This is an optimization exercise on Yosys and OpenROAD, whose aim is small area, not a production implementation.
Only simulation tests tie the RTL to the original design; equivalence was not proved.
No activity file was given, so power comes from the tool's default toggle rates.

==> design/flow/design.v <==
module operand_stack #(
    parameter int   W        = 64,
    parameter logic RST_ONES = 1'b0      
) (
    input  logic         clk_i,
    input  logic         rst_i,
    input  logic         push_i,
    input  logic         pop_i,
    input  logic         pop2_i,
    input  logic [W-1:0] dat_i,
    output logic [W-1:0] top_o,
    output logic [W-1:0] next_o
);
    logic [W-1:0] cells [4];
    logic [1:0]   sp;       
    logic [1:0]   dm1;      
    logic [1:0]   wp;
    assign wp     = sp + 2'd1;
    assign top_o  = cells[sp];
    assign next_o = cells[(dm1 == 2'd0) ? sp : sp - 2'd1];
    always_ff @(posedge clk_i) begin
        if (rst_i) begin
            sp  <= 2'd0;
            dm1 <= 2'd0;
        end else if (push_i) begin
            sp  <= wp;
            if (dm1 != 2'd3) dm1 <= dm1 + 2'd1;
        end else if (pop2_i) begin
            if (dm1 >= 2'd2) begin
                sp  <= sp - 2'd2;
                dm1 <= dm1 - 2'd2;
            end else if (dm1 == 2'd1) begin
                sp  <= sp - 2'd1;
                dm1 <= 2'd0;
            end
        end else if (pop_i) begin
            if (dm1 != 2'd0) begin
                sp  <= sp - 2'd1;
                dm1 <= dm1 - 2'd1;
            end
        end
    end
    for (genvar i = 0; i < 4; i++) begin : g_cell
        logic we;
        logic keep;
        assign we   = push_i && wp == 2'(i) && !rst_i;
        assign keep = !(push_i && wp == 2'(i)) && !(rst_i && i == 0);
        always_ff @(posedge clk_i) begin
            cells[i] <= ({W{we}} & dat_i) | ({W{keep}} & cells[i])
                      | ({W{rst_i && i == 0 && RST_ONES}});
        end
    end
endmodule
module data_stack #(
    parameter int W = 64
) (
    input  logic         clk_i,
    input  logic         rst_i,
    input  logic         push_i,
    input  logic         pop_i,
    input  logic         pop2_i,
    input  logic [W-1:0] dat_i,
    output logic [W-1:0] bank0_o,     
    output logic [W-1:0] bank1_o,     
    output logic         top_odd_o,   
    output logic         single_o     
);
    logic [W-1:0] cells [4];
    logic [1:0]   sp;       
    logic [1:0]   dm1;      
    logic [1:0]   wp;
    logic [1:0]   bp;       
    assign wp        = sp + 2'd1;
    assign bp        = sp - 2'd1;
    assign bank0_o   = cells[{sp[0] ? bp[1] : sp[1], 1'b0}];
    assign bank1_o   = cells[{sp[0] ? sp[1] : bp[1], 1'b1}];
    assign top_odd_o = sp[0];
    assign single_o  = dm1 == 2'd0;
    always_ff @(posedge clk_i) begin
        if (rst_i) begin
            sp  <= 2'd0;
            dm1 <= 2'd0;
        end else if (push_i) begin
            sp  <= wp;
            if (dm1 != 2'd3) dm1 <= dm1 + 2'd1;
        end else if (pop2_i) begin
            if (dm1 >= 2'd2) begin
                sp  <= sp - 2'd2;
                dm1 <= dm1 - 2'd2;
            end else if (dm1 == 2'd1) begin
                sp  <= bp;
                dm1 <= 2'd0;
            end
        end else if (pop_i) begin
            if (dm1 != 2'd0) begin
                sp  <= bp;
                dm1 <= dm1 - 2'd1;
            end
        end
    end
    for (genvar i = 0; i < 4; i++) begin : g_cell
        logic we;
        logic keep;
        assign we   = push_i && wp == 2'(i) && !rst_i;
        assign keep = !(push_i && wp == 2'(i)) && !(rst_i && i == 0);
        always_ff @(posedge clk_i) begin
            cells[i] <= ({W{we}} & dat_i) | ({W{keep}} & cells[i]);
        end
    end
endmodule
module alu (
    input  logic [64-1:0] a_i,
    input  logic [64-1:0] b_i,
    input  logic [2:0]         op_i,
    output logic [64-1:0] res_o
);
    localparam int N = 64;
    logic         sub;       
    logic         use_c;     
    logic         sel_s;     
    logic         sel_g;     
    logic         cmp;       
    logic         flag;
    logic         lt_s;
    logic [N-1:0] bb;
    logic [N-1:0] p;
    logic [N-1:0] g;
    logic [N-1:0] gg;
    logic [N-1:0] pp;
    logic [N-1:0] s;
    logic [N:0]   c;
    assign sub   = !(op_i == 3'd0 || op_i == 3'd2 || op_i == 3'd3 || op_i == 3'd4);
    assign use_c = !(op_i == 3'd2 || op_i == 3'd3 || op_i == 3'd4);
    assign sel_s = op_i == 3'd0 || op_i == 3'd1 || op_i == 3'd2 || op_i == 3'd3;
    assign sel_g = op_i == 3'd3 || op_i == 3'd4;
    assign cmp   = op_i == 3'd5 || op_i == 3'd6 || op_i == 3'd7;
    assign bb = b_i ^ {N{sub}};
    assign p  = a_i ^ bb;
    assign g  = a_i & bb;
    always_comb begin
        gg = g;
        pp = p;
        gg[0] = gg[0] | (p[0] & sub);
        for (int k = 0; k < 6; k++)
            for (int i = 0; i < N; i++)
                if ((i + 1) % (2 << k) == 0) begin
                    gg[i] = gg[i] | (pp[i] & gg[i-(1<<k)]);
                    pp[i] = pp[i] & pp[i-(1<<k)];
                end
        for (int k = 4; k >= 0; k--)
            for (int i = 0; i < N; i++)
                if ((i + 1) % (2 << k) == (1 << k) && i >= (3 << k) - 1) begin
                    gg[i] = gg[i] | (pp[i] & gg[i-(1<<k)]);
                    pp[i] = pp[i] & pp[i-(1<<k)];
                end
    end
    assign c    = {gg, sub};
    assign s    = p ^ (c[N-1:0] & {N{use_c}});
    assign lt_s = p[N-1] ? s[N-1] : a_i[N-1];
    assign flag = (op_i == 3'd5)  ? lt_s
                : (op_i == 3'd6) ? !c[N]
                : pp[N-1];    
    assign res_o = cmp ? {{(N-1){1'b0}}, flag}
                       : (s & {N{sel_s}}) | (g & {N{sel_g}});
endmodule
module exec_unit (
    input  logic                clk_i,
    input  logic                rst_i,
    input  logic                slot_valid_i,
    input  logic [3:0]          opcode_i,
    input  logic [64-1:0]  operand_i,
    input  logic                commit_i,     
    input  logic [64-1:0]  rdata_i,
    output logic                mem_req_o,
    output logic                mem_we_o,
    output logic [61-1:0] mem_adr_o,
    output logic [64-1:0]  mem_wdat_o,
    output logic                tos_nonzero_o
);
    localparam logic [2:0] ACT_NONE  = 3'd0;
    localparam logic [2:0] ACT_LIT   = 3'd1;
    localparam logic [2:0] ACT_BIN   = 3'd2;
    localparam logic [2:0] ACT_STORE = 3'd3;
    localparam logic [2:0] ACT_LOAD  = 3'd4;
    localparam logic [2:0] ACT_DROP  = 3'd5;
    logic [64-1:0] x;
    logic [64-1:0] y;
    logic [64-1:0] z;      
    logic [64-1:0] lit;
    logic [64-1:0] alu_res;
    logic [64-1:0] bank0;
    logic [64-1:0] bank1;
    logic               top_odd;
    logic               single;
    logic [2:0]         alu_op;
    logic [2:0]         act;
    logic [3:0]         sub;
    logic               ds_push;
    logic               ds_pop;
    logic               ds_pop2;
    assign sub = operand_i[3:0];
    logic op_lit8, op_lit16, op_lit32, op_stores, op_loads, op_intops, op_jumps;
    logic int_ok;
    assign op_lit8   = opcode_i == 4'd1;
    assign op_lit16  = opcode_i == 4'd2;
    assign op_lit32  = opcode_i == 4'd3;
    assign op_stores = opcode_i == 4'd4;
    assign op_loads  = opcode_i == 4'd5;
    assign op_intops = opcode_i == 4'd6;
    assign op_jumps  = opcode_i == 4'd7;
    assign int_ok    = sub == 4'd0 || sub == 4'd1 || sub == 4'd3
                    || sub == 4'd4 || sub == 4'd7 || sub == 4'd9
                    || sub == 4'd12 || sub == 4'd13;
    assign act = (op_lit8 || op_lit16 || op_lit32)        ? ACT_LIT
               : (op_stores && sub == 4'd3)            ? ACT_STORE
               : (op_loads && sub == 4'd3)             ? ACT_LOAD
               : (op_intops && int_ok)                     ? ACT_BIN
               : (op_jumps && (sub == 4'd0 || sub == 4'd1)) ? ACT_DROP
               : ACT_NONE;
    assign alu_op = (sub == 4'd1)  ? 3'd1
                  : (sub == 4'd3)  ? 3'd5
                  : (sub == 4'd4) ? 3'd6
                  : (sub == 4'd7)  ? 3'd7
                  : (sub == 4'd9)  ? 3'd2
                  : (sub == 4'd12)   ? 3'd3
                  : (sub == 4'd13)  ? 3'd4
                  : 3'd0;
    assign lit = op_lit8  ? {{(64-8){operand_i[7]}}, operand_i[7:0]}
               : op_lit16 ? {{(64-16){operand_i[15]}}, operand_i[15:0]}
               : op_lit32 ? {{(64-32){operand_i[31]}}, operand_i[31:0]}
               : '0;
    assign mem_req_o     = slot_valid_i && (act == ACT_STORE || act == ACT_LOAD);
    assign mem_we_o      = act == ACT_STORE;
    assign mem_adr_o     = z[64-1:3];
    assign mem_wdat_o    = y;
    assign tos_nonzero_o = |z;
    assign ds_push = commit_i && act == ACT_LIT;
    assign ds_pop  = commit_i && (act == ACT_BIN || act == ACT_DROP);
    assign ds_pop2 = commit_i && act == ACT_STORE;
    alu u_alu (
        .a_i  (y),
        .b_i  (z),
        .op_i (alu_op),
        .res_o(alu_res)
    );
    data_stack #(.W(64)) u_data_stack (
        .clk_i    (clk_i),
        .rst_i    (rst_i),
        .push_i   (ds_push),
        .pop_i    (ds_pop),
        .pop2_i   (ds_pop2),
        .dat_i    (x),
        .bank0_o  (bank0),
        .bank1_o  (bank1),
        .top_odd_o(top_odd),
        .single_o (single)
    );
    logic go;
    logic do_lit, do_bin, do_store, do_load, do_drop;
    logic x_odd;       
    logic zs_lit, zs_alu, zs_x, zs_rd, zs_y, zs_keep;
    logic ys_z, ys_x, ys_b0, ys_b1, ys_keep;
    logic xs_y, xs_b0, xs_b1, xs_keep;
    logic [64-1:0] x_n;
    logic [64-1:0] y_n;
    logic [64-1:0] z_n;
    assign go       = commit_i && !rst_i;
    assign do_lit   = go && act == ACT_LIT;
    assign do_bin   = go && act == ACT_BIN;
    assign do_store = go && act == ACT_STORE;
    assign do_load  = go && act == ACT_LOAD;
    assign do_drop  = go && act == ACT_DROP;
    assign x_odd    = (act == ACT_STORE && !single) ? !top_odd : top_odd;
    assign zs_lit  = do_lit;
    assign zs_alu  = do_bin;
    assign zs_x    = do_store;
    assign zs_rd   = do_load;
    assign zs_y    = do_drop;
    assign zs_keep = !rst_i && !(do_lit || do_bin || do_store || do_load || do_drop);
    assign ys_z    = do_lit;
    assign ys_x    = do_bin || do_drop;
    assign ys_b0   = do_store && !top_odd;
    assign ys_b1   = do_store && top_odd;
    assign ys_keep = !rst_i && !(do_lit || do_bin || do_store || do_drop);
    assign xs_y    = do_lit;
    assign xs_b0   = (do_bin || do_store || do_drop) && !x_odd;
    assign xs_b1   = (do_bin || do_store || do_drop) && x_odd;
    assign xs_keep = !rst_i && !(do_lit || do_bin || do_store || do_drop);
    assign z_n = ({64{zs_lit}} & lit) | ({64{zs_alu}} & alu_res)
               | ({64{zs_x}} & x) | ({64{zs_rd}} & rdata_i)
               | ({64{zs_y}} & y) | ({64{zs_keep}} & z);
    assign y_n = ({64{ys_z}} & z) | ({64{ys_x}} & x)
               | ({64{ys_b0}} & bank0) | ({64{ys_b1}} & bank1)
               | ({64{ys_keep}} & y);
    assign x_n = ({64{xs_y}} & y)
               | ({64{xs_b0}} & bank0) | ({64{xs_b1}} & bank1)
               | ({64{xs_keep}} & x);
    always_ff @(posedge clk_i) begin
        x <= x_n;
        y <= y_n;
        z <= z_n;
    end
endmodule
module instr_sequencer (
    input  logic                clk_i,
    input  logic                rst_i,
    input  logic                ack_i,
    input  logic [64-1:0]  dat_i,
    output logic [61-1:0] adr_o,
    output logic                cyc_o,
    output logic                we_o,
    output logic                vpa_o,
    output logic [64-1:0]  dat_o,
    output logic                slot_valid_o,
    output logic [3:0]          opcode_o,
    output logic [64-1:0]  operand_o,
    output logic                commit_o,
    output logic [64-1:0]  rdata_o,
    input  logic                mem_req_i,
    input  logic                mem_we_i,
    input  logic [61-1:0] mem_adr_i,
    input  logic [64-1:0]  mem_wdat_i,
    input  logic                tos_nonzero_i
);
    logic                run;         
    logic [2:0]          slot_cnt;    
    logic [2:0]          last;        
    logic [27:0]         ops;         
    logic [64-1:0]  dr;          
    logic [61-1:0] pa;          
    logic                step;        
    logic [61-1:0] ret_pa;
    logic [61-1:0] pa_sum;
    logic [7:0]          pa_add;
    logic                pa_c8;
    logic [61-9:0] pa_t;
    logic [61-9:0] pa_v;
    logic [3:0]          sub;
    logic [3:0]          slot_op;
    logic                need_fetch;
    logic                fetch_cyc;
    logic                fetch_done;
    logic                jump_taken;
    logic                is_call;
    logic                is_ret;
    assign slot_op = (slot_cnt == 3'd1) ? ops[27:24]
                   : (slot_cnt == 3'd2) ? ops[23:20]
                   : (slot_cnt == 3'd3) ? ops[19:16]
                   : (slot_cnt == 3'd4) ? ops[15:12]
                   : (slot_cnt == 3'd5) ? ops[11:8]
                   : (slot_cnt == 3'd6) ? ops[7:4]
                   : ops[3:0];
    assign need_fetch = slot_cnt == 3'd0 || slot_cnt > last;
    assign fetch_cyc  = run && need_fetch;
    assign fetch_done = fetch_cyc && ack_i;
    assign slot_valid_o = run && !need_fetch;
    assign opcode_o     = slot_valid_o ? slot_op : 4'd0;
    assign operand_o    = dr;
    assign rdata_o      = dat_i;
    assign commit_o     = slot_valid_o && (!mem_req_i || ack_i);
    assign cyc_o = fetch_cyc || (slot_valid_o && mem_req_i);
    assign vpa_o = fetch_cyc;
    assign we_o  = !need_fetch && mem_we_i;
    assign adr_o = fetch_cyc ? pa_sum : mem_adr_i;
    assign dat_o = mem_wdat_i;
    assign sub = dr[3:0];
    assign is_call    = opcode_o == 4'd7 && sub == 4'd3;
    assign is_ret     = opcode_o == 4'd8;
    assign jump_taken = opcode_o == 4'd7
                     && ((sub == 4'd0 && tos_nonzero_i) || (sub == 4'd1 && !tos_nonzero_i)
                         || sub == 4'd2 || sub == 4'd3);
    assign pa_add = fetch_cyc ? {7'd0, step} : dr[11:4];
    assign {pa_c8, pa_sum[7:0]} = {1'b0, pa[7:0]} + {1'b0, pa_add};
    always_comb begin
        pa_v = pa[61-1:8];
        for (int k = 0; k < 6; k++)
            for (int i = 0; i < 61 - 8; i++)
                if ((i + 1) % (2 << k) == 0)
                    pa_v[i] = pa_v[i] & pa_v[i-(1<<k)];
        for (int k = 4; k >= 0; k--)
            for (int i = 0; i < 61 - 8; i++)
                if ((i + 1) % (2 << k) == (1 << k) && i >= (3 << k) - 1)
                    pa_v[i] = pa_v[i] & pa_v[i-(1<<k)];
    end
    assign pa_t = {pa_v[61-10:0], 1'b1} & {(61-8){pa_c8}};
    assign pa_sum[61-1:8] = pa[61-1:8] ^ pa_t;
    operand_stack #(.W(61), .RST_ONES(1'b1)) u_ret_stack (
        .clk_i (clk_i),
        .rst_i (rst_i),
        .push_i(commit_o && is_call),
        .pop_i (commit_o && is_ret),
        .pop2_i(1'b0),
        .dat_i (pa),             
        .top_o (ret_pa),
        .next_o()
    );
    logic                pa_load;     
    logic                pa_ret;
    logic                pa_keep;
    logic [61-1:0] pa_n;
    logic                dr_go;
    logic                op_len_nz;
    logic [64-1:0]  dr_n;
    assign pa_load = !rst_i && (fetch_done || (commit_o && !is_ret && jump_taken));
    assign pa_ret  = !rst_i && !fetch_done && commit_o && is_ret;
    assign pa_keep = !rst_i && !pa_load && !pa_ret;
    assign pa_n    = ({61{rst_i}} & 61'h1C00_0000_0000_0000) | ({61{pa_load}} & pa_sum)
                   | ({61{pa_ret}} & ret_pa) | ({61{pa_keep}} & pa);
    assign dr_go = commit_o && !fetch_done;
    assign op_len_nz = opcode_o == 4'd1 || opcode_o == 4'd2 || opcode_o == 4'd3
                    || opcode_o == 4'd4 || opcode_o == 4'd5
                    || opcode_o == 4'd6 || opcode_o == 4'd7;
    assign dr_n  = ({64{fetch_done}} & dat_i)
                 | ({64{dr_go && opcode_o == 4'd1}}  & (dr >> 8))
                 | ({64{dr_go && opcode_o == 4'd2}} & (dr >> 16))
                 | ({64{dr_go && opcode_o == 4'd3}} & (dr >> 32))
                 | ({64{dr_go && (opcode_o == 4'd4 || opcode_o == 4'd5
                                       || opcode_o == 4'd6)}} & (dr >> 4))
                 | ({64{dr_go && opcode_o == 4'd7}} & (dr >> 12))
                 | ({64{!fetch_done && !(dr_go && op_len_nz)}} & dr);
    always_ff @(posedge clk_i) begin
        pa <= pa_n;
        dr <= dr_n;
    end
    always_ff @(posedge clk_i) begin
        if (rst_i) begin
            run      <= 1'b0;
            slot_cnt <= 3'd0;
            step     <= 1'b0;
        end else begin
            run <= 1'b1;
            if (fetch_done) begin
                step     <= 1'b1;
                slot_cnt <= 3'd1;
            end else if (commit_o) begin
                if (is_ret) begin
                    step     <= 1'b1;
                    slot_cnt <= 3'd0;
                end else if (jump_taken) begin
                    step     <= 1'b0;
                    slot_cnt <= 3'd0;
                end else begin
                    slot_cnt <= slot_cnt + 3'd1;
                end
            end
        end
    end
    always_ff @(posedge clk_i) begin
        if (fetch_done) begin
            last <= dat_i[64-1] ? 3'd7 : dat_i[64-2 -: 3];
            ops  <= dat_i[64-5 -: 28];
        end
    end
endmodule
module s64_core (
    input  logic                clk_i,
    input  logic                rst_i,
    input  logic                ack_i,
    input  logic [64-1:0]  dat_i,
    output logic [61-1:0] adr_o,
    output logic                cyc_o,
    output logic                we_o,
    output logic                vpa_o,
    output logic [64-1:0]  dat_o
);
    logic                slot_valid;
    logic [3:0]          opcode;
    logic [64-1:0]  operand;
    logic                commit;
    logic [64-1:0]  rdata;
    logic                mem_req;
    logic                mem_we;
    logic [61-1:0] mem_adr;
    logic [64-1:0]  mem_wdat;
    logic                tos_nonzero;
    instr_sequencer u_seq (
        .clk_i        (clk_i),
        .rst_i        (rst_i),
        .ack_i        (ack_i),
        .dat_i        (dat_i),
        .adr_o        (adr_o),
        .cyc_o        (cyc_o),
        .we_o         (we_o),
        .vpa_o        (vpa_o),
        .dat_o        (dat_o),
        .slot_valid_o (slot_valid),
        .opcode_o     (opcode),
        .operand_o    (operand),
        .commit_o     (commit),
        .rdata_o      (rdata),
        .mem_req_i    (mem_req),
        .mem_we_i     (mem_we),
        .mem_adr_i    (mem_adr),
        .mem_wdat_i   (mem_wdat),
        .tos_nonzero_i(tos_nonzero)
    );
    exec_unit u_exec (
        .clk_i        (clk_i),
        .rst_i        (rst_i),
        .slot_valid_i (slot_valid),
        .opcode_i     (opcode),
        .operand_i    (operand),
        .commit_i     (commit),
        .rdata_i      (rdata),
        .mem_req_o    (mem_req),
        .mem_we_o     (mem_we),
        .mem_adr_o    (mem_adr),
        .mem_wdat_o   (mem_wdat),
        .tos_nonzero_o(tos_nonzero)
    );
endmodule
==> design/flow/standard.sh <==
#!/bin/bash
# synth_recipe.tcl (not shown) runs the flow's synth.tcl, then flattens the netlist and writes it again
# the make line also repeats each setting of config.mk as NAME=value (left out here)
make -C /OpenROAD-flow-scripts/flow DESIGN_CONFIG=/design/flow/config.mk WORK_HOME=/design/flow/orfs CLKGATE_MAP_FILE= SYNTH_SCRIPT=/design/flow/synth_recipe.tcl "${@:-finish}"
==> design/flow/flow/run.sh <==
#!/bin/bash
# Own layout flow: the standard layout (standard.sh), with three changes.
#  - Synthesis is ORFS's synthesis exactly as synth_recipe.tcl runs it, except
#    that the combinational logic is mapped with an area-oriented ABC script
#    (flow/abc_area.script) and without the full/half-adder extraction.
#    Registers (names, count, cell types) come from the same steps as the
#    standard synthesis, which all run before ABC.
#  - Ports are buffered with sky130_fd_sc_hd__buf_1.
#  - Clock tree synthesis clusters up to 20 sinks within 100 um and inserts
#    no dummy loads.
# Each tool writes its full output to its own log under orfs/logs; make's
# output goes to flow_make.log in this folder.
set -euo pipefail
W=$(pwd)
sed 's#log_cmd abc {\*}$abc_args#log_cmd abc -script '"$W"'/flow/abc_area.script {*}$lib_args {*}$lib_dont_use_args -constr $::env(OBJECTS_DIR)/abc.constr -D 10000#' \
    "$FLOW_HOME/scripts/synth.tcl" > "$W/own_synth_body.tcl"
grep -q "flow/abc_area.script" "$W/own_synth_body.tcl"
sed 's#source $::env(SCRIPTS_DIR)/synth.tcl#source '"$W"'/own_synth_body.tcl#' \
    "$W/synth_recipe.tcl" > "$W/own_synth.tcl"
grep -q "own_synth_body.tcl" "$W/own_synth.tcl"
bash "$W/standard.sh" SYNTH_SCRIPT="$W/own_synth.tcl" ADDER_MAP_FILE= \
    BUFFER_PORTS_ARGS="-buffer_cell sky130_fd_sc_hd__buf_1" \
    CTS_ARGS="-sink_clustering_enable -repair_clock_nets -sink_clustering_size 20 -sink_clustering_max_diameter 100 -dont_use_dummy_load" \
    finish > "$W/flow_make.log" 2>&1
test -f "$W/out/final.def"
==> design/flow/constraint.sdc <==
create_clock -name core_clock -period 10.0 [get_ports {clk_i}]
set_input_delay 2.0000 -clock core_clock [delete_from_list [all_inputs] [get_ports {clk_i}]]
set_output_delay 2.0000 -clock core_clock [all_outputs]
set_load 0.01 [all_outputs]
==> design/flow/config.mk <==
export PLATFORM = sky130hd
export DESIGN_NAME = s64_core
export DESIGN_NICKNAME = s64_core
export VERILOG_FILES = /design/flow/design.v
export SDC_FILE = /design/flow/constraint.sdc
export NUM_CORES = 4
export LEC_CHECK = 0
export CAP_MARGIN = 20
export CORE_MARGIN = 2
export CORE_UTILIZATION = 60
export CTS_CLUSTER_DIAMETER = 100
export CTS_CLUSTER_SIZE = 20
export PLACE_DENSITY = 0.7
export SLEW_MARGIN = 20
==> design/flow/flow/abc_area.script <==
&get -n
&st
&dch -f
&nf -R 1000
&put
topo
stime -c
==> reports/results.tsv, run 1 <==
stage	metric	value	unit
route	Pre-Repair DR Iteration Count	14	
setup_path	CP bufs+invs	2	
final_layout	area grow syn2layout	10.4	%
placement	Final GP Congestion	0.965	
route	via count	36900	
setup_path	CP required	8.00	ns
setup_path	WP depth	30	
global_route	Total GRT Usage	0.419	
yosys	top cell type's share of synthesized area	0.440	
route	remaining antenna violation count	0	
power	PD cells	189	nW/µm²
setup_path	CP max-delay cell	dfxtp_1	
hold_path	Min-Delay Path Class	reg -> reg	
floorplanning	Site Rows	92	
floorplanning	die height	255	µm
timing	Clock Skew	0.0564	ns
clock_network	CTS Sinks	861	
yosys	ys async rst share	0	
setup_path	Setup Crit Path Kind	reg -> out	
placement	Port Buffers	194	
final_layout	most common cell after layout, fill and taps aside	dfxtp_1	
setup_path	Critical Path Max Stage Delay	0.45	ns
yosys	EDFF count, synth	31	
yosys	syn_nets	3955	
setup_path	Crit path arrival time	7.38	ns
final_layout	share of layout cells above drive strength 1	0.0428	
clock_network	CTS clk-pin slew, worst paths	0.09	ns
yosys	Netlist cell types	48	
clock_network	clk latency of the worst-skew pair	0.64	ns
global_route	grt ovf	0	
timing	top achievable clock speed	107	MHz
floorplanning	full die area	65000	µm²
power	Psw	2730	µW
power	Int Pwr	5150	µW
clock_network	PostCTS Resize Cnt	1	
setup_path	Top Family by Delay on Critical Path	simple AND/OR/NAND/NOR gates	
clock_network	H-tree depth	2	
power	switch share	0.346	
clock_network	hold-fix buffers at CTS	0	
route	vias per std cell	7.31	
yosys	synth warn	7	
power	clock power share	0.255	
floorplanning	Die W	255	µm
floorplanning	CORE AREA	62600	µm²
global_route	first-pass GRT wire length	209000	µm
yosys	Main synth FF type	dfxtp_1	
setup_path	Startpoint Class	register	
route	Post-route DRC	0	
yosys	Yosys reg bits	861	
final_layout	most frequent cells in the layout	dfxtp_1, nand2_1, a22o_1	
floorplanning	io pins	195	
global_route	initial antenna violation count	4	
clock_network	total CTS buffers	49	
final_layout	NumNets Final	4271	
run	maxcap violations	0	
yosys	Mapped Area	37800	µm²
yosys	Synth area leaders	dfxtp_1, a22o_1, a222oi_1, nand2_1, o21ai_0	
timing	Slew Limit Fails	0	
yosys	average size of a mapped cell	9.72	µm²
global_route	largest net degree at the start of global routing	99	
timing	final hold slack	0.476	ns
hold_path	Hold Crit Depth	1	
power	Gate power share	0.255	
route	Routed WL	142000	µm
setup_path	most frequent CP cell	and3_1	
route	WL per Instance	28.1	µm
clock_network	CTS tree	built	
power	Seq pwr share	0.490	
timing	RSZ-0062 raised after global routing	no	
clock_network	Bufs on Longest Clock Path	3	
timing	Final Hold Viols	0	
setup_path	FF-to-FF path depth	29	
setup_path	critical path endpoint category	primary output	
yosys	Post-Synthesis Cells	3888	
timing	TNS Setup	0	ns
global_route	vias in the first global route	33100	
power	LEAKAGE	0.0149	µW
power	worst IR drop on VDD	171	µV
yosys	cell type with the largest total area after synthesis	dfxtp_1	
timing	final setup fails	0	
clock_network	CTS Root Cell	clkbuf_16	
timing	Worst-Margin Slew	1.22	ns
route	iteration-0 DRC count of the detailed router	7258	
timing	fin crit period	9.38	ns
outcome	status	complete, no violations	
timing	post-route clock period utilization	0.938	
setup_path	critical path peak fanout	6	
timing	Slew headroom	0.188	
floorplanning	initial core utilization	0.603	
clock_network	Post-CTS Setup Inserts	0	
placement	HPWL after DPL	85300	µm
yosys	sequential share of the synthesized area	0.464	
-- per-layer routing --
layer	wire length, µm	GRT usage	up-vias
met4	6670	0.179	4
met3	19600	0.101	437
met2	60300	0.622	2585
met5	29	0	-
li1	-	-	16200
met1	55400	0.581	17700
-- final timing paths --
| kind | slack, ns | endpoint | startpoint |
|---|---|---|---|
| max | 0.62 | adr_o[60] | u_seq.slot_cnt[1] |
| min | 0.48 | u_exec.u_data_stack.cells[1][47] | u_exec.u_data_stack.cells[1][47] |
| min reg2reg | 0.48 | u_exec.u_data_stack.cells[1][47] | u_exec.u_data_stack.cells[1][47] |
| max reg2reg | 2.15 | u_exec.z[0] | u_seq.dr[3] |
-- registers in the layout (all words and copies together) (netlist names) --
register / flops
u_exec.u_data_stack.sp: 2
u_seq.u_ret_stack.cells: 244
u_seq.last: 3
u_seq.u_ret_stack.sp: 2
u_seq.dr: 64
u_seq.run: 1
u_exec.z: 64
u_seq.ops: 28
u_seq.step: 1
u_seq.u_ret_stack.dm1: 2
u_seq.pa: 61
u_exec.y: 64
u_exec.u_data_stack.dm1: 2
u_exec.x: 64
u_exec.u_data_stack.cells: 256
u_seq.slot_cnt: 3
-- worst reg2reg max path: cells and delay by family, from the launching register on --
family | cells | cell delay, ns
buffers and inverters | 3 | 0.83
AOI/OAI and AO/OA | 12 | 3.89
DFF | 1 | 0.56
xor gates and xnor gates | 2 | 0.52
and+or+nand+nor | 12 | 1.92
-- power groups by stage --
| stage | logic (µW) | registers [µW] | clock network, µW |
|---|---|---|---|
| final | 2010 | 3860 | 2010 |
| after global routing | 2170 | 3860 | 2130 |
| after CTS | 1950 | 3840 | 2010 |
| after detailed placement | 1940 | 3920 | 0 |
| after global placement | 1920 | 3920 | 0 |
| after floorplan | 1510 | 3810 | 0 |
-- cell families after synthesis --
group | synth area share
flops | 0.464
mux | 0.0379
buf+inv | 0.00824
xor+xnor | 0.0528
fa+ha+maj | 0.00185
compound gates | 0.326
simple gates | 0.108
-- synth_stat cells, types with 6 or more instances --
| master | instances |
|---|---|
| a221oi_1 | 30 |
| nor3_1 | 28 |
| a22o_1 | 454 |
| o22a_1 | 61 |
| a21o_1 | 15 |
| o31ai_1 | 6 |
| xnor2_1 | 136 |
| o211ai_1 | 44 |
| o2111ai_1 | 13 |
| maj3_1 | 7 |
| and2_0 | 14 |
| nand2b_1 | 13 |
| mux2_1 | 57 |
| nor2b_1 | 13 |
| o21a_1 | 6 |
| a21oi_1 | 232 |
| a22oi_1 | 112 |
| a221o_1 | 35 |
| nor2_1 | 124 |
| a222oi_1 | 245 |
| clkinv_1 | 83 |
| or3_1 | 15 |
| a21boi_0 | 7 |
| a211oi_1 | 8 |
| xor2_1 | 92 |
| o22ai_1 | 51 |
| dfxtp_1 | 830 |
| nand2_1 | 527 |
| a31oi_1 | 16 |
| nand4_1 | 25 |
| mux2i_1 | 79 |
| edfxtp_1 | 31 |
| nand3_1 | 111 |
| o21ai_0 | 274 |
| or2_0 | 17 |
| o221ai_1 | 6 |
| nor4_1 | 26 |
| and3_1 | 18 |
-- cell type report --
class	instances	area (µm²)
clock buffers	49	1230
diodes	2	5.00
inverters	83	312
repair buffers	265	1280
flip-flops and latches	861	17600
well taps	846	1060
fillers	5385	20900
multi-input cells	2944	20300
-- per-stage QoR --
step           utilization  setup WS [ns]  power (µW)  cell area, µm²  cells
2_1_floorplan            -         0.0637        5320           37800   3888
5_1_grt              0.666        0.00455        8160           41700   5048
3_5_place_dp         0.646          0.562        5860           40400   4999
4_1_cts              0.665         0.0415        7800           41700   5048
6_report             0.666          0.623        7880           41700   5050
3_3_place_gp         0.646          0.705        5830           40400   4999
==> inputs of run 2 (changes only) <==
==> design/flow/flow/abc_area.script (replaced) <==
&get -n
&st
&dch
&nf -R 1000
&put
topo
stime -c
--- a/design/flow/config.mk
+++ b/design/flow/config.mk
@@ -7,8 +7,7 @@
 export LEC_CHECK = 0
 export CAP_MARGIN = 20
 export CORE_MARGIN = 2
-export CORE_UTILIZATION = 60
+export CORE_UTILIZATION = 40
 export CTS_CLUSTER_DIAMETER = 100
 export CTS_CLUSTER_SIZE = 20
-export PLACE_DENSITY = 0.7
 export SLEW_MARGIN = 20
==> run 2 against run 1 <==
Non-clock buffer count up 3. Sequential power barely moved. Combinational power shrank 25%. Final cell count grew 6.0%. Wire length is 7.6% higher. Synthesized area increased by 0.56%. Global-route usage down 12 points. Fmax up 1.4%. Critical path type unchanged.
==> reports/results.tsv, run 2 <==
stage	metric	value	unit	change
final_layout	most common cell after layout, fill and taps aside	dfxtp_1		
route	Routed WL	153000	µm	+7.6%
yosys	Post-Synthesis Cells	3770		-3.0%
floorplanning	full die area	97500	µm²	+50%
floorplanning	initial core utilization	0.402		-0.202
yosys	Netlist cell types	49		+2.1%
setup_path	most frequent CP cell	and3_1		
setup_path	critical path endpoint category	primary output		
placement	Port Buffers	194		unchanged
final_layout	design area	42500	µm²	+1.9%
setup_path	FF-to-FF setup slack	2.73	ns	+0.58 ns
power	worst IR drop on VDD	146	µV	-15%
yosys	ys async rst share	0		unchanged
yosys	synth cell count leaders	dfxtp_1, a22o_1, nand2_1, nor2_1, o21ai_0		
clock_network	total CTS buffers	49		unchanged
route	Pre-Repair DR Iteration Count	17		+3
yosys	syn_nets	3837		-3.0%
timing	Slew Limit Fails	0		unchanged
outcome	status	complete, no violations		
setup_path	Setup Crit Path Kind	reg -> out		
final_layout	Largest Register	u_exec.u_data_stack.cells		
clock_network	Bufs on Longest Clock Path	3		unchanged
global_route	initial antenna violation count	12		+8
yosys	cell type with the largest total area after synthesis	dfxtp_1		
clock_network	hold-fix buffers at CTS	0		unchanged
floorplanning	io pins	195		unchanged
placement	worst slack, placed	0.777	ns	+0.215 ns
hold_path	Hold Crit Depth	1		unchanged
timing	post-route clock period utilization	0.925		-0.0125
final_layout	share of layout cells above drive strength 1	0.0440		+0.00121
placement	Final GP Congestion	0.923		-4.4%
yosys	sequential share of the synthesized area	0.462		-0.00260
route	Post-route DRC	0		unchanged
clock_network	clk latency of the worst-skew pair	0.66	ns	+0.02 ns
yosys	EDFF count, synth	31		unchanged
setup_path	critical path peak fanout	8		+2
clock_network	CTS Sinks	861		unchanged
timing	Clock Skew	0.0734	ns	+0.0170 ns
floorplanning	die height	312	µm	+22%
yosys	Main synth FF type	dfxtp_1		
clock_network	H-tree depth	2		unchanged
global_route	first-pass GRT wire length	226000	µm	+7.7%
yosys	top cell type's share of synthesized area	0.437		-0.00246
global_route	grt ovf	0		unchanged
yosys	average size of a mapped cell	10.1	µm²	+3.7%
timing	fin crit period	9.25	ns	-0.125 ns
route	WL per Instance	28.5	µm	+1.5%
setup_path	CP max-delay cell	dfxtp_1		
setup_path	FF-to-FF path depth	23		-21%
final_layout	max FFs per register	256		unchanged
floorplanning	CORE AREA	94600	µm²	+51%
setup_path	CP startpoint	u_seq.slot_cnt[0]		
timing	Worst-Margin Slew	1.23	ns	+0.00861 ns
global_route	Total GRT Usage	0.300		-0.119
setup_path	Crit path arrival time	7.25	ns	-0.13 ns
yosys	most common cell in the netlist	dfxtp_1		
yosys	Mapped Area	38000	µm²	+0.56%
global_route	largest net degree at the start of global routing	79		-20%
hold_path	Min-Delay Path Class	reg -> reg		
power	PD cells	174	nW/µm²	-7.8%
placement	Area after DPL	41200	µm²	+1.9%
timing	final setup fails	0		unchanged
yosys	Synth area leaders	dfxtp_1, a22o_1, a222oi_1, nand2_1, xnor2_1		
power	LEAKAGE	0.0154	µW	+3.9%
timing	Final WS setup	0.748	ns	+0.125 ns
timing	Final Hold Viols	0		unchanged
yosys	Yosys reg bits	861		unchanged
floorplanning	Die W	312	µm	+22%
timing	Slew headroom	0.182		-0.00574
setup_path	r2r startpoint	u_seq.dr[0]		
final_layout	most frequent cells in the layout	dfxtp_1, a22o_1, nand2_1		
clock_network	CTS tree	built		
placement	HPWL after DPL	93300	µm	+9.4%
route	vias per std cell	6.75		-7.6%
timing	RSZ-0062 raised after global routing	no		
final_layout	NumNets Final	4156		-2.7%
yosys	synth warn	7		unchanged
power	total power	7400	µW	-6.1%
setup_path	Critical Path Max Stage Delay	0.45	ns	about the same
route	remaining antenna violation count	0		unchanged
route	via count	36200		-2.1%
global_route	vias in the first global route	33600		+1.3%
final_layout	area grow syn2layout	11.8	%	
timing	top achievable clock speed	108	MHz	+1.4%
hold_path	min-delay src	u_exec.u_data_stack.cells[1][27]		
clock_network	CTS Root Cell	clkbuf_16		
floorplanning	Site Rows	113		+23%
clock_network	CTS clk-pin slew, worst paths	0.09	ns	about the same
route	iteration-0 DRC count of the detailed router	5613		-23%
final_layout	largest registers	u_exec.u_data_stack.cells: 256 flops, u_seq.u_ret_stack.cells: 244 flops		
setup_path	Startpoint Class	register		
run	maxcap violations	0		unchanged
setup_path	CP required	8.00	ns	about the same
==> run 2: final cells by class <==
class	instances	area, µm²
inverters	31	116
clock buffers	49	1230
multi-input cells	2878	20700
diodes	1	2.50
well taps	1265	1580
repair buffers	268	1310
fillers	9103	52100
flip-flops and latches	861	17600
==> run 2: critical path: cells and delay by family, from the launching register on <==
| kind | cells | cell delay [ns] |
|---|---|---|
| buf+inv | 1 | 0.17 |
| compound gates | 8 | 1.35 |
| fa+ha+maj | 2 | 0.60 |
| flops | 1 | 0.45 |
| xor+xnor | 1 | 0.16 |
| simple gates | 19 | 3.88 |
==> run 2: cells by family after synthesis <==
kind of cell,Yosys count,synth area share
compound gates,1519,0.320
simple gates,958,0.113
flops,861,0.462
xor+xnor,231,0.0532
mux,168,0.0477
buf+inv,31,0.00306
fa+ha+maj,2,0.000527
==> run 2: through the flow <==
stage	util	hold slack, ns	cells	setup TNS, ns
final	0.449	0.475	5353	0
after global routing	0.449	0.490	5352	0
after CTS	0.449	0.477	5351	0
after detailed placement	0.436	0.456	5302	0
after global placement	0.436	0.453	5302	0
after floorplan	-	0.442	3770	-167.47
==> run 2: layer usage <==
metal / up-vias / track usage / routed length [µm]
met3: 321 / 0.0640 / 15900
met1: 17900 / 0.417 / 64200
li1: 15900 / - / -
met5: - / 0 / 12
met4: 2 / 0.114 / 6180
met2: 1964 / 0.454 / 66500
==> run 2: repair_timing <==
action / 4_1_cts / 5_1_grt
gates resized for setup: 0 / 5
setup endpoints to repair: 0 / 5
setup buffers: 0 / 0
==> run 2: report_power, final <==
part           total [µW]  internal, µW  switching (µW)  leakage [µW]
registers            3850          3580             275       0.00700
logic                1500           517             979       0.00783
clock network        2050           871            1180      0.000604
total                7400          4970            2430        0.0154
==> run 2: worst paths after layout <==
kind	to
worst max-delay path	adr_o[60]
worst min-delay path	u_exec.u_data_stack.cells[1][27]
worst max register to register	u_exec.z[0]
worst min register to register	u_exec.u_data_stack.cells[1][27]
==> inputs of run 3 (changes only) <==
==> design/flow/run.sh (new file) <==
#!/bin/bash
# synth_recipe.tcl (not shown) runs the flow's synth.tcl, then flattens the netlist and writes it again
# the make line also repeats each setting of config.mk as NAME=value (left out here)
make -C /OpenROAD-flow-scripts/flow DESIGN_CONFIG=/design/flow/config.mk WORK_HOME=/design/flow/orfs CLKGATE_MAP_FILE= SYNTH_SCRIPT=/design/flow/synth_recipe.tcl finish
removed: design/flow/flow/run.sh
removed: design/flow/flow/abc_area.script
removed: design/flow/standard.sh
==> run 3 against run 2 <==
Critical path type unchanged. Global-route usage decreased by 0.13 points. Clock power increased by 7%. Flip-flop and latch count unchanged. First-iteration DRC count increased by 10%. Fmax increased by 7.6%. Via count increased by 12%. Sequential power increased by 12%. Sequential share of layout area decreased by 3.9 points. Die area increased by 12%.
==> reports/results.tsv, run 3 <==
stage	metric	value	unit	change
outcome	status	complete, no violations		
power	PD cells	218	nW/µm²	+25%
final_layout	area grow syn2layout	10.2	%	
global_route	vias in the first global route	37200		+11%
route	WL per Instance	27.7	µm	-3.1%
final_layout	Post-Route Utilization	0.445		-0.00407
setup_path	critical path endpoint category	primary output		
setup_path	critical path peak fanout	49		+41
yosys	EDFF count, synth	31		unchanged
route	vias per std cell	6.60		-2.3%
final_layout	largest registers	u_exec.u_data_stack.cells: 256 flops, u_seq.u_ret_stack.cells: 244 flops		
final_layout	most common cell after layout, fill and taps aside	dfxtp_1		
global_route	met2 Track Usage GR	0.449		-0.00474
yosys	Main synth FF type	dfxtp_1		
floorplanning	Site Rows	119		+5.3%
clock_network	Post-CTS Setup Inserts	0		unchanged
final_layout	NumNets Final	4866		+17%
floorplanning	full die area	109000	µm²	+12%
global_route	first-pass GRT wire length	249000	µm	+10%
timing	post-route clock period utilization	0.860		-0.0653
yosys	syn_nets	4958		+29%
clock_network	CTS clk-pin slew, worst paths	0.09	ns	about the same
clock_network	H-tree depth	2		unchanged
run	maxcap violations	0		unchanged
clock_network	clk latency of the worst-skew pair	0.69	ns	+0.03 ns
clock_network	CTS tree	built		
global_route	met1 usage	0.400		-0.0177
setup_path	FF-to-FF setup slack	3.96	ns	+1.23 ns
setup_path	r2r startpoint	u_seq.dr[2]		
hold_path	Worst Hold Endpoint	u_seq.u_ret_stack.cells[3][6]		
timing	top achievable clock speed	116	MHz	+7.6%
timing	Slew Limit Fails	0		unchanged
floorplanning	CORE AREA	105000	µm²	+11%
setup_path	worst reg2reg endpoint	u_exec.z[63]		
yosys	Netlist cell types	94		+92%
placement	Port Buffers	194		unchanged
floorplanning	io pins	195		unchanged
final_layout	Final Non-Filler Cells	6113		+14%
timing	RSZ-0062 raised after global routing	no		
global_route	Total GRT Usage	0.299		-0.00127
global_route	largest net degree at the start of global routing	109		+38%
hold_path	Min-Delay Path Class	reg -> reg		
floorplanning	Die W	330	µm	+5.8%
final_layout	max FFs per register	256		unchanged
yosys	cell type with the largest total area after synthesis	dfxtp_1		
global_route	initial antenna violation count	21		+9
timing	fin crit period	8.60	ns	-0.653 ns
final_layout	share of layout cells above drive strength 1	0.0486		+0.00453
floorplanning	initial core utilization	0.404		+0.00197
clock_network	total CTS buffers	49		unchanged
timing	Worst-Margin Slew	1.25	ns	+0.0241 ns
yosys	average size of a mapped cell	8.88	µm²	-12%
yosys	Mapped Area	42600	µm²	+12%
timing	Final Hold Viols	0		unchanged
timing	Clock Skew	0.0359	ns	-0.0375 ns
setup_path	Startpoint Class	register		
placement	cell total after placement	6043		+14%
setup_path	FF-to-FF path depth	15		-35%
route	via count	40300		+12%
global_route	met3 usage	0.0701		+0.00605
yosys	synth cell count leaders	dfxtp_1, nand2_1, o21ai_0, clkbuf_1, a22o_1		
yosys	top cell type's share of synthesized area	0.390		-0.0468
placement	Final GP Congestion	0.942		+2.0%
yosys	most common cell in the netlist	dfxtp_1		
clock_network	CTS Sinks	861		unchanged
setup_path	Setup Crit Path Kind	reg -> out		
yosys	Post-Synthesis Cells	4795		+27%
route	remaining antenna violation count	0		unchanged
power	worst IR drop on VDD	175	µV	+20%
timing	final setup fails	0		unchanged
clock_network	PostCTS Resize Cnt	0		unchanged
global_route	most crowded layer after global routing	met2		
yosys	Yosys reg bits	861		unchanged
final_layout	most frequent cells in the layout	dfxtp_1, nand2_1, o21ai_0		
route	iteration-0 DRC count of the detailed router	6181		+10%
route	Post-route DRC	0		unchanged
clock_network	Bufs on Longest Clock Path	3		unchanged
global_route	grt ovf	0		unchanged
setup_path	CP required	8.00	ns	about the same
floorplanning	die height	330	µm	+5.8%
yosys	sequential share of the synthesized area	0.412		-0.0495
placement	worst slack, placed	2.29	ns	+1.51 ns
route	Pre-Repair DR Iteration Count	22		+5
clock_network	CTS Root Cell	clkbuf_16		
setup_path	Crit path arrival time	6.60	ns	-0.65 ns
clock_network	hold-fix buffers at CTS	0		unchanged
timing	Slew headroom	0.159		-0.0225
route	Routed WL	169000	µm	+11%
final_layout	Largest Register	u_exec.u_data_stack.cells		
yosys	synth warn	7		unchanged
timing	TNS Setup	0	ns	unchanged
power	LEAKAGE	0.0186	µW	+21%
hold_path	min-delay src	u_seq.u_ret_stack.cells[3][6]		
placement	HPWL after DPL	111000	µm	+19%
timing	Final WS setup	1.40	ns	+0.653 ns
yosys	Synth area leaders	dfxtp_1, nand2_1, a22o_1, a222oi_1, o21ai_0		
hold_path	Hold Crit Depth	2		+1
yosys	ys async rst share	0		unchanged
==> run 3: critical path, stage by stage, from the launching register on <==
cell and delay, ns:
dfxtp_1 0.62, ha_1 0.35, and3_1 0.20, a21oi_1 0.28, o21ai_4 0.06, buf_4 0.28, inv_1 0.18, nand2_1 0.07
nand2_1 0.06, ha_1 0.16, inv_1 0.06, fa_1 0.42, nor2b_1 0.12, o21ai_0 0.11, a21boi_0 0.27, o21a_1 0.27
o2111ai_1 0.36, nor3_2 0.60, nand4_1 0.22, xor2_1 0.21, o21ai_0 0.35, clkdlybuf4s50_1 0.62
==> run 3: final cells by class <==
cell class / count / area (µm²)
Multi-Input combinational cell: 3455 / 23400
Fill cell: 10300 / 58500
Sequential cell: 861 / 17500
Clock inverter: 5 / 82.6
Tap cell: 1391 / 1740
Timing Repair Buffer: 278 / 2590
Antenna cell: 7 / 17.5
Inverter: 58 / 220
Clock buffer: 58 / 1300
==> run 3: cells by family after synthesis <==
kind of cell | after synthesis | share of synthesized area
compound gates | 1659 | 0.289
xor+xnor | 169 | 0.0348
fa+ha+maj | 96 | 0.0284
buf+inv | 479 | 0.0445
flops | 861 | 0.412
mux | 203 | 0.0479
simple gates | 1328 | 0.143
==> run 3: stage by stage <==
step                hold slack, ns  power, µW  cell area, µm²
detailed placement           0.442       7930           45500
global route                 0.480      10600           46900
global placement             0.433       7900           45500
CTS                          0.462      10100           46900
floorplan                    0.425       6600           42600
finish                       0.460      10200           46900
==> run 3: power by group <==
group / internal, µW / switching, µW / leakage [µW]
sequential: 3730 / 591 / 0.00701
combinational: 1290 / 2400 / 0.0110
clock: 973 / 1230 / 0.000678
==> run 3: worst max-delay path by stage <==
stage	start	to	slack (ns)	cells after the start
2_1_floorplan	u_seq.slot_cnt[0]	adr_o[19]	3.16	22
3_3_place_gp	u_seq.slot_cnt[2]	adr_o[59]	2.33	21
3_5_place_dp	u_seq.slot_cnt[2]	adr_o[59]	2.29	21
4_1_cts	u_seq.slot_cnt[2]	adr_o[59]	1.51	21
5_1_grt	u_seq.slot_cnt[2]	adr_o[59]	0.97	21
6_report	u_seq.slot_cnt[2]	adr_o[59]	1.40	21
==> run 3: per-layer routing <==
| metal | wire length, µm | up-vias |
|---|---|---|
| met5 | 112 | - |
| met2 | 72900 | 2188 |
| met1 | 69600 | 19700 |
| met4 | 8810 | 18 |
| li1 | - | 18000 |
| met3 | 17600 | 419 |
==> inputs of run 4 (changes only) <==
--- a/design/flow/design.v
+++ b/design/flow/design.v
@@ -8,16 +8,22 @@
     input  logic         pop_i,
     input  logic         pop2_i,
     input  logic [W-1:0] dat_i,
-    output logic [W-1:0] top_o,
-    output logic [W-1:0] next_o
+    output logic [W-1:0] cell0_o,
+    output logic [W-1:0] cell1_o,
+    output logic [W-1:0] cell2_o,
+    output logic [W-1:0] cell3_o,
+    output logic [1:0]   top_o        
 );
     logic [W-1:0] cells [4];
     logic [1:0]   sp;       
     logic [1:0]   dm1;      
     logic [1:0]   wp;
     assign wp     = sp + 2'd1;
-    assign top_o  = cells[sp];
-    assign next_o = cells[(dm1 == 2'd0) ? sp : sp - 2'd1];
+    assign cell0_o = cells[0];
+    assign cell1_o = cells[1];
+    assign cell2_o = cells[2];
+    assign cell3_o = cells[3];
+    assign top_o   = sp;
     always_ff @(posedge clk_i) begin
         if (rst_i) begin
             sp  <= 2'd0;
@@ -60,10 +66,12 @@
     input  logic         pop_i,
     input  logic         pop2_i,
     input  logic [W-1:0] dat_i,
-    output logic [W-1:0] bank0_o,     
-    output logic [W-1:0] bank1_o,     
-    output logic         top_odd_o,   
-    output logic         single_o     
+    output logic [W-1:0] cell0_o,
+    output logic [W-1:0] cell1_o,
+    output logic [W-1:0] cell2_o,
+    output logic [W-1:0] cell3_o,
+    output logic [1:0]   top_o,       
+    output logic [1:0]   below_o      
 );
     logic [W-1:0] cells [4];
     logic [1:0]   sp;       
@@ -72,10 +80,12 @@
     logic [1:0]   bp;       
     assign wp        = sp + 2'd1;
     assign bp        = sp - 2'd1;
-    assign bank0_o   = cells[{sp[0] ? bp[1] : sp[1], 1'b0}];
-    assign bank1_o   = cells[{sp[0] ? sp[1] : bp[1], 1'b1}];
-    assign top_odd_o = sp[0];
-    assign single_o  = dm1 == 2'd0;
+    assign cell0_o = cells[0];
+    assign cell1_o = cells[1];
+    assign cell2_o = cells[2];
+    assign cell3_o = cells[3];
+    assign top_o   = sp;
+    assign below_o = (dm1 == 2'd0) ? sp : bp;
     always_ff @(posedge clk_i) begin
         if (rst_i) begin
             sp  <= 2'd0;
@@ -188,10 +198,12 @@
     logic [64-1:0] z;      
     logic [64-1:0] lit;
     logic [64-1:0] alu_res;
-    logic [64-1:0] bank0;
-    logic [64-1:0] bank1;
-    logic               top_odd;
-    logic               single;
+    logic [64-1:0] c0;
+    logic [64-1:0] c1;
+    logic [64-1:0] c2;
+    logic [64-1:0] c3;
+    logic [1:0]         ds_top;
+    logic [1:0]         ds_below;
     logic [2:0]         alu_op;
     logic [2:0]         act;
     logic [3:0]         sub;
@@ -250,17 +262,21 @@
         .pop_i    (ds_pop),
         .pop2_i   (ds_pop2),
         .dat_i    (x),
-        .bank0_o  (bank0),
-        .bank1_o  (bank1),
-        .top_odd_o(top_odd),
-        .single_o (single)
+        .cell0_o  (c0),
+        .cell1_o  (c1),
+        .cell2_o  (c2),
+        .cell3_o  (c3),
+        .top_o    (ds_top),
+        .below_o  (ds_below)
     );
     logic go;
     logic do_lit, do_bin, do_store, do_load, do_drop;
-    logic x_odd;       
+    logic [1:0] x_cell;    
     logic zs_lit, zs_alu, zs_x, zs_rd, zs_y, zs_keep;
-    logic ys_z, ys_x, ys_b0, ys_b1, ys_keep;
-    logic xs_y, xs_b0, xs_b1, xs_keep;
+    logic ys_z, ys_x, ys_keep;
+    logic xs_y, xs_keep;
+    logic [3:0] ys_c;
+    logic [3:0] xs_c;
     logic [64-1:0] x_n;
     logic [64-1:0] y_n;
     logic [64-1:0] z_n;
@@ -270,7 +286,7 @@
     assign do_store = go && act == ACT_STORE;
     assign do_load  = go && act == ACT_LOAD;
     assign do_drop  = go && act == ACT_DROP;
-    assign x_odd    = (act == ACT_STORE && !single) ? !top_odd : top_odd;
+    assign x_cell   = (act == ACT_STORE) ? ds_below : ds_top;
     assign zs_lit  = do_lit;
     assign zs_alu  = do_bin;
     assign zs_x    = do_store;
@@ -279,21 +295,23 @@
     assign zs_keep = !rst_i && !(do_lit || do_bin || do_store || do_load || do_drop);
     assign ys_z    = do_lit;
     assign ys_x    = do_bin || do_drop;
-    assign ys_b0   = do_store && !top_odd;
-    assign ys_b1   = do_store && top_odd;
+    for (genvar i = 0; i < 4; i++) begin : g_sel
+        assign ys_c[i] = do_store && ds_top == 2'(i);
+        assign xs_c[i] = (do_bin || do_store || do_drop) && x_cell == 2'(i);
+    end
     assign ys_keep = !rst_i && !(do_lit || do_bin || do_store || do_drop);
     assign xs_y    = do_lit;
-    assign xs_b0   = (do_bin || do_store || do_drop) && !x_odd;
-    assign xs_b1   = (do_bin || do_store || do_drop) && x_odd;
     assign xs_keep = !rst_i && !(do_lit || do_bin || do_store || do_drop);
     assign z_n = ({64{zs_lit}} & lit) | ({64{zs_alu}} & alu_res)
                | ({64{zs_x}} & x) | ({64{zs_rd}} & rdata_i)
                | ({64{zs_y}} & y) | ({64{zs_keep}} & z);
     assign y_n = ({64{ys_z}} & z) | ({64{ys_x}} & x)
-               | ({64{ys_b0}} & bank0) | ({64{ys_b1}} & bank1)
+               | ({64{ys_c[0]}} & c0) | ({64{ys_c[1]}} & c1)
+               | ({64{ys_c[2]}} & c2) | ({64{ys_c[3]}} & c3)
                | ({64{ys_keep}} & y);
     assign x_n = ({64{xs_y}} & y)
-               | ({64{xs_b0}} & bank0) | ({64{xs_b1}} & bank1)
+               | ({64{xs_c[0]}} & c0) | ({64{xs_c[1]}} & c1)
+               | ({64{xs_c[2]}} & c2) | ({64{xs_c[3]}} & c3)
                | ({64{xs_keep}} & x);
     always_ff @(posedge clk_i) begin
         x <= x_n;
@@ -329,7 +347,11 @@
     logic [64-1:0]  dr;          
     logic [61-1:0] pa;          
     logic                step;        
-    logic [61-1:0] ret_pa;
+    logic [61-1:0] rc0;
+    logic [61-1:0] rc1;
+    logic [61-1:0] rc2;
+    logic [61-1:0] rc3;
+    logic [1:0]          ret_top;
     logic [61-1:0] pa_sum;
     logic [7:0]          pa_add;
     logic                pa_c8;
@@ -391,8 +413,11 @@
         .pop_i (commit_o && is_ret),
         .pop2_i(1'b0),
         .dat_i (pa),             
-        .top_o (ret_pa),
-        .next_o()
+        .cell0_o(rc0),
+        .cell1_o(rc1),
+        .cell2_o(rc2),
+        .cell3_o(rc3),
+        .top_o (ret_top)
     );
     logic                pa_load;     
     logic                pa_ret;
@@ -405,7 +430,11 @@
     assign pa_ret  = !rst_i && !fetch_done && commit_o && is_ret;
     assign pa_keep = !rst_i && !pa_load && !pa_ret;
     assign pa_n    = ({61{rst_i}} & 61'h1C00_0000_0000_0000) | ({61{pa_load}} & pa_sum)
-                   | ({61{pa_ret}} & ret_pa) | ({61{pa_keep}} & pa);
+                   | ({61{pa_ret && ret_top == 2'd0}} & rc0)
+                   | ({61{pa_ret && ret_top == 2'd1}} & rc1)
+                   | ({61{pa_ret && ret_top == 2'd2}} & rc2)
+                   | ({61{pa_ret && ret_top == 2'd3}} & rc3)
+                   | ({61{pa_keep}} & pa);
     assign dr_go = commit_o && !fetch_done;
     assign op_len_nz = opcode_o == 4'd1 || opcode_o == 4'd2 || opcode_o == 4'd3
                     || opcode_o == 4'd4 || opcode_o == 4'd5
==> run 4 against run 3 <==
Largest power group unchanged. Critical path depth unchanged. Non-clock buffer count down 4. Synthesized area is 2.8% lower. Worst setup slack got worse by 0.85 ns. Still clean. Critical endpoint is now adr_o[60].
==> reports/results.tsv, run 4 <==
stage	metric	value	unit	change
outcome	status	complete, no violations		
setup_path	critical path endpoint category	primary output		
yosys	Mapped Area	41400	µm²	-2.8%
clock_network	CTS Sinks	861		unchanged
timing	Slew Limit Fails	0		unchanged
floorplanning	initial core utilization	0.405		+0.00115
global_route	grt ovf	0		unchanged
global_route	Total GRT Usage	0.302		+0.00380
power	Seq pwr share	0.473		+0.050
setup_path	Startpoint Class	register		
yosys	most common cell in the netlist	dfxtp_1		
final_layout	max FFs per register	256		unchanged
floorplanning	Site Rows	117		-1.7%
yosys	cell type with the largest total area after synthesis	dfxtp_1		
floorplanning	Die W	326	µm	-1.4%
clock_network	PostCTS Resize Cnt	0		unchanged
power	Psw	3030	µW	-28%
setup_path	Crit path arrival time	7.45	ns	+0.85 ns
final_layout	largest registers	u_exec.u_data_stack.cells: 256 flops, u_seq.u_ret_stack.cells: 244 flops		
global_route	largest net degree at the start of global routing	107		-1.8%
final_layout	share of layout cells above drive strength 1	0.0502		+0.00161
timing	Final Hold Viols	0		unchanged
route	via count	39300		-2.6%
run	maxcap violations	0		unchanged
yosys	EDFF count, synth	31		unchanged
placement	HPWL after DPL	106000	µm	-4.9%
power	Gate power share	0.270		-0.091
route	WL per Instance	28.9	µm	+4.3%
timing	final setup fails	0		unchanged
timing	final hold slack	0.458	ns	-0.00203 ns
timing	top achievable clock speed	106	MHz	-9.0%
setup_path	most frequent CP cell	o21ai_0		
placement	Port Buffers	194		unchanged
power	PD cells	187	nW/µm²	-14%
global_route	initial antenna violation count	3		-86%
clock_network	Post-CTS Setup Inserts	0		unchanged
clock_network	CTS clk-pin slew, worst paths	0.09	ns	about the same
setup_path	CP bufs+invs	3		-1
power	Int Pwr	5500	µW	-8.3%
yosys	ys async rst share	0		unchanged
timing	fin crit period	9.45	ns	+0.853 ns
global_route	first-pass GRT wire length	247000	µm	-0.89%
route	iteration-0 DRC count of the detailed router	6780		+9.7%
yosys	Yosys reg bits	861		unchanged
yosys	sequential share of the synthesized area	0.424		+0.0118
floorplanning	io pins	195		unchanged
route	remaining antenna violation count	0		unchanged
yosys	Post-Synthesis Cells	4534		-5.4%
setup_path	CP required	8.00	ns	about the same
timing	Clock Skew	0.0521	ns	+0.0163 ns
global_route	vias in the first global route	36800		-1.2%
setup_path	critical path peak fanout	50		+2.0%
final_layout	Largest Register	u_exec.u_data_stack.cells		
yosys	top cell type's share of synthesized area	0.402		+0.0112
yosys	synth cell count leaders	dfxtp_1, nand2_1, a22o_1, o21ai_0		
timing	Slew headroom	0.167		+0.00747
final_layout	most frequent cells in the layout	dfxtp_1, nand2_1, a22o_1		
route	Post-route DRC	0		unchanged
power	switch share	0.355		-0.0576
power	clock power share	0.257		+0.042
clock_network	Bufs on Longest Clock Path	3		unchanged
route	Routed WL	168000	µm	-0.44%
setup_path	Top Family by Delay on Critical Path	simple AND/OR/NAND/NOR gates		
route	vias per std cell	6.73		+2.0%
power	LEAKAGE	0.0178	µW	-4.6%
setup_path	Setup Crit Path Kind	reg -> out		
clock_network	CTS Root Cell	clkbuf_16		
setup_path	CP max-delay cell	dfxtp_1		
timing	post-route clock period utilization	0.945		+0.0853
clock_network	clk latency of the worst-skew pair	0.67	ns	-0.02 ns
timing	TNS Setup	0	ns	unchanged
yosys	Synth area leaders	dfxtp_1, a22o_1, nand2_1, a222oi_1, o21ai_0		
floorplanning	CORE AREA	102000	µm²	-3.1%
placement	Final GP Congestion	0.932		-1.0%
route	Pre-Repair DR Iteration Count	13		-41%
power	worst IR drop on VDD	143	µV	-18%
yosys	average size of a mapped cell	9.12	µm²	+2.8%
clock_network	CTS tree	built		
final_layout	NumNets Final	4612		-5.2%
final_layout	Post-Route Utilization	0.446		+0.00142
setup_path	cells along the critical path	ha_1 > nand3_1 > o21ai_0 > o21ai_0 > nand2_4 > inv_1 > nand2_1 > nand2_1 > ha_1 > inv_1 > fa_1 > nor2b_1 > o2111ai_1 > a31oi_1 > and4_1 > nand4_1 > nor2_1 > nand4_1 > xor2_1 > o21ai_0 > clkdlybuf4s50_1		
clock_network	hold-fix buffers at CTS	0		unchanged
yosys	synth warn	7		unchanged
final_layout	area grow syn2layout	10.3	%	about the same
timing	RSZ-0062 raised after global routing	no		
yosys	Netlist cell types	94		unchanged
clock_network	total CTS buffers	49		unchanged
setup_path	Critical Path Max Stage Delay	0.72	ns	+0.10 ns
clock_network	H-tree depth	2		unchanged
floorplanning	die height	326	µm	-1.4%
yosys	Main synth FF type	dfxtp_1		
timing	Worst-Margin Slew	1.25	ns	-0.00158 ns
hold_path	Min-Delay Path Class	reg -> reg		
final_layout	most common cell after layout, fill and taps aside	dfxtp_1		
floorplanning	full die area	106000	µm²	-2.8%
yosys	syn_nets	4695		-5.3%
run 4: cell families (layout without fill, tap and decap cells):
group | Yosys count | count (layout) | share of synthesized area
other | 0 | 1 | 0
multiplexers | 16 | 16 | 0.00417
AO/OA/AOI/OAI | 1760 | 1760 | 0.333
adder cells (fa/ha/maj) | 94 | 94 | 0.0286
AND/OR/NAND/NOR | 1168 | 1168 | 0.127
flip-flops | 861 | 861 | 0.424
buffers and inverters | 465 | 395 | 0.0475
XOR/XNOR | 170 | 170 | 0.0360
run 4: worst paths after layout:
path / start / to / slack, ns / cells past startpoint
hold / removal: u_seq.u_ret_stack.cells[3][54] / u_seq.u_ret_stack.cells[3][54] / 0.46 / 2
setup reg to reg: u_seq.slot_cnt[2] / u_exec.x[10] / 4.05 / 13
hold reg to reg: u_seq.u_ret_stack.cells[3][54] / u_seq.u_ret_stack.cells[3][54] / 0.46 / 2
setup / recovery: u_seq.slot_cnt[2] / adr_o[60] / 0.55 / 21
run 4: routing by layer:
metal	track usage	vias up	share of wire
met3	0.0745	404	0.12
met4	0.131	2	0.045
met5	0	-	0.00010
met1	0.407	19000	0.40
li1	-	17400	-
met2	0.459	2469	0.43
run 4: worst min-delay path: cells and delay by family, from the launching register on:
kind / cells / cell delay (ns)
AOI/OAI and AO/OA: 1 / 0.05
DFF: 1 / 0.33
and+or+nand+nor: 1 / 0.04
run 4: layout make-up:
type	instances	area, µm²
Antenna cell	1	2.50
Tap cell	1368	1710
Fill cell	10100	56600
Timing Repair Buffer	274	2630
Inverter	57	215
Clock inverter	5	81.3
Multi-Input combinational cell	3208	22100
Clock buffer	59	1320
Sequential cell	861	17500
run 4: through the flow:
stage                     cell area (µm²)  power [µW]  instances  setup WS, ns
after floorplan                     41400        5550       4534          3.21
after global placement              44100        6300       5764          1.19
after global routing                45600        8850       5832         0.138
final                               45600        8530       5833         0.548
after detailed placement            44100        6320       5764          1.25
after CTS                           45500        8470       5828         0.526
run 4: power groups by stage:
stage          Clock, µW  Sequential [µW]  Combinational (µW)
4_1_cts             2220             4010                2250
3_5_place_dp           0             4090                2240
3_3_place_gp           0             4090                2220
2_1_floorplan          0             3890                1650
5_1_grt             2330             4040                2480
6_report            2190             4030                2310

re-timing with driven ports:
Ports are ideal in the flow. The routed layouts listed here were re-timed in OpenROAD. Step 1, drivers: a clkbuf_16 drives clk_i and a buf_2 each remaining input, both assumed. Step 2 also shifts input and output timing later by t, the mid clock arrival at the registers, as if the neighbouring blocks saw the same clock. Slacks: ideal / step 1 / step 2; pairs: ideal / step 1.
run | shift t [ns] | slack for setup (ns) | cell pins on the clock port's net
run 1 | 0.680 | 0.623 / 0.556 / 1.236 | 1
run 2 | 0.699 | 0.748 / 0.674 / 1.373 | 1
run 3 | 0.750 | 1.401 / 1.327 / 2.077 | 1
run 4 | 0.724 | 0.548 / 0.471 / 1.195 | 1
After both steps every run listed still meets setup and hold.
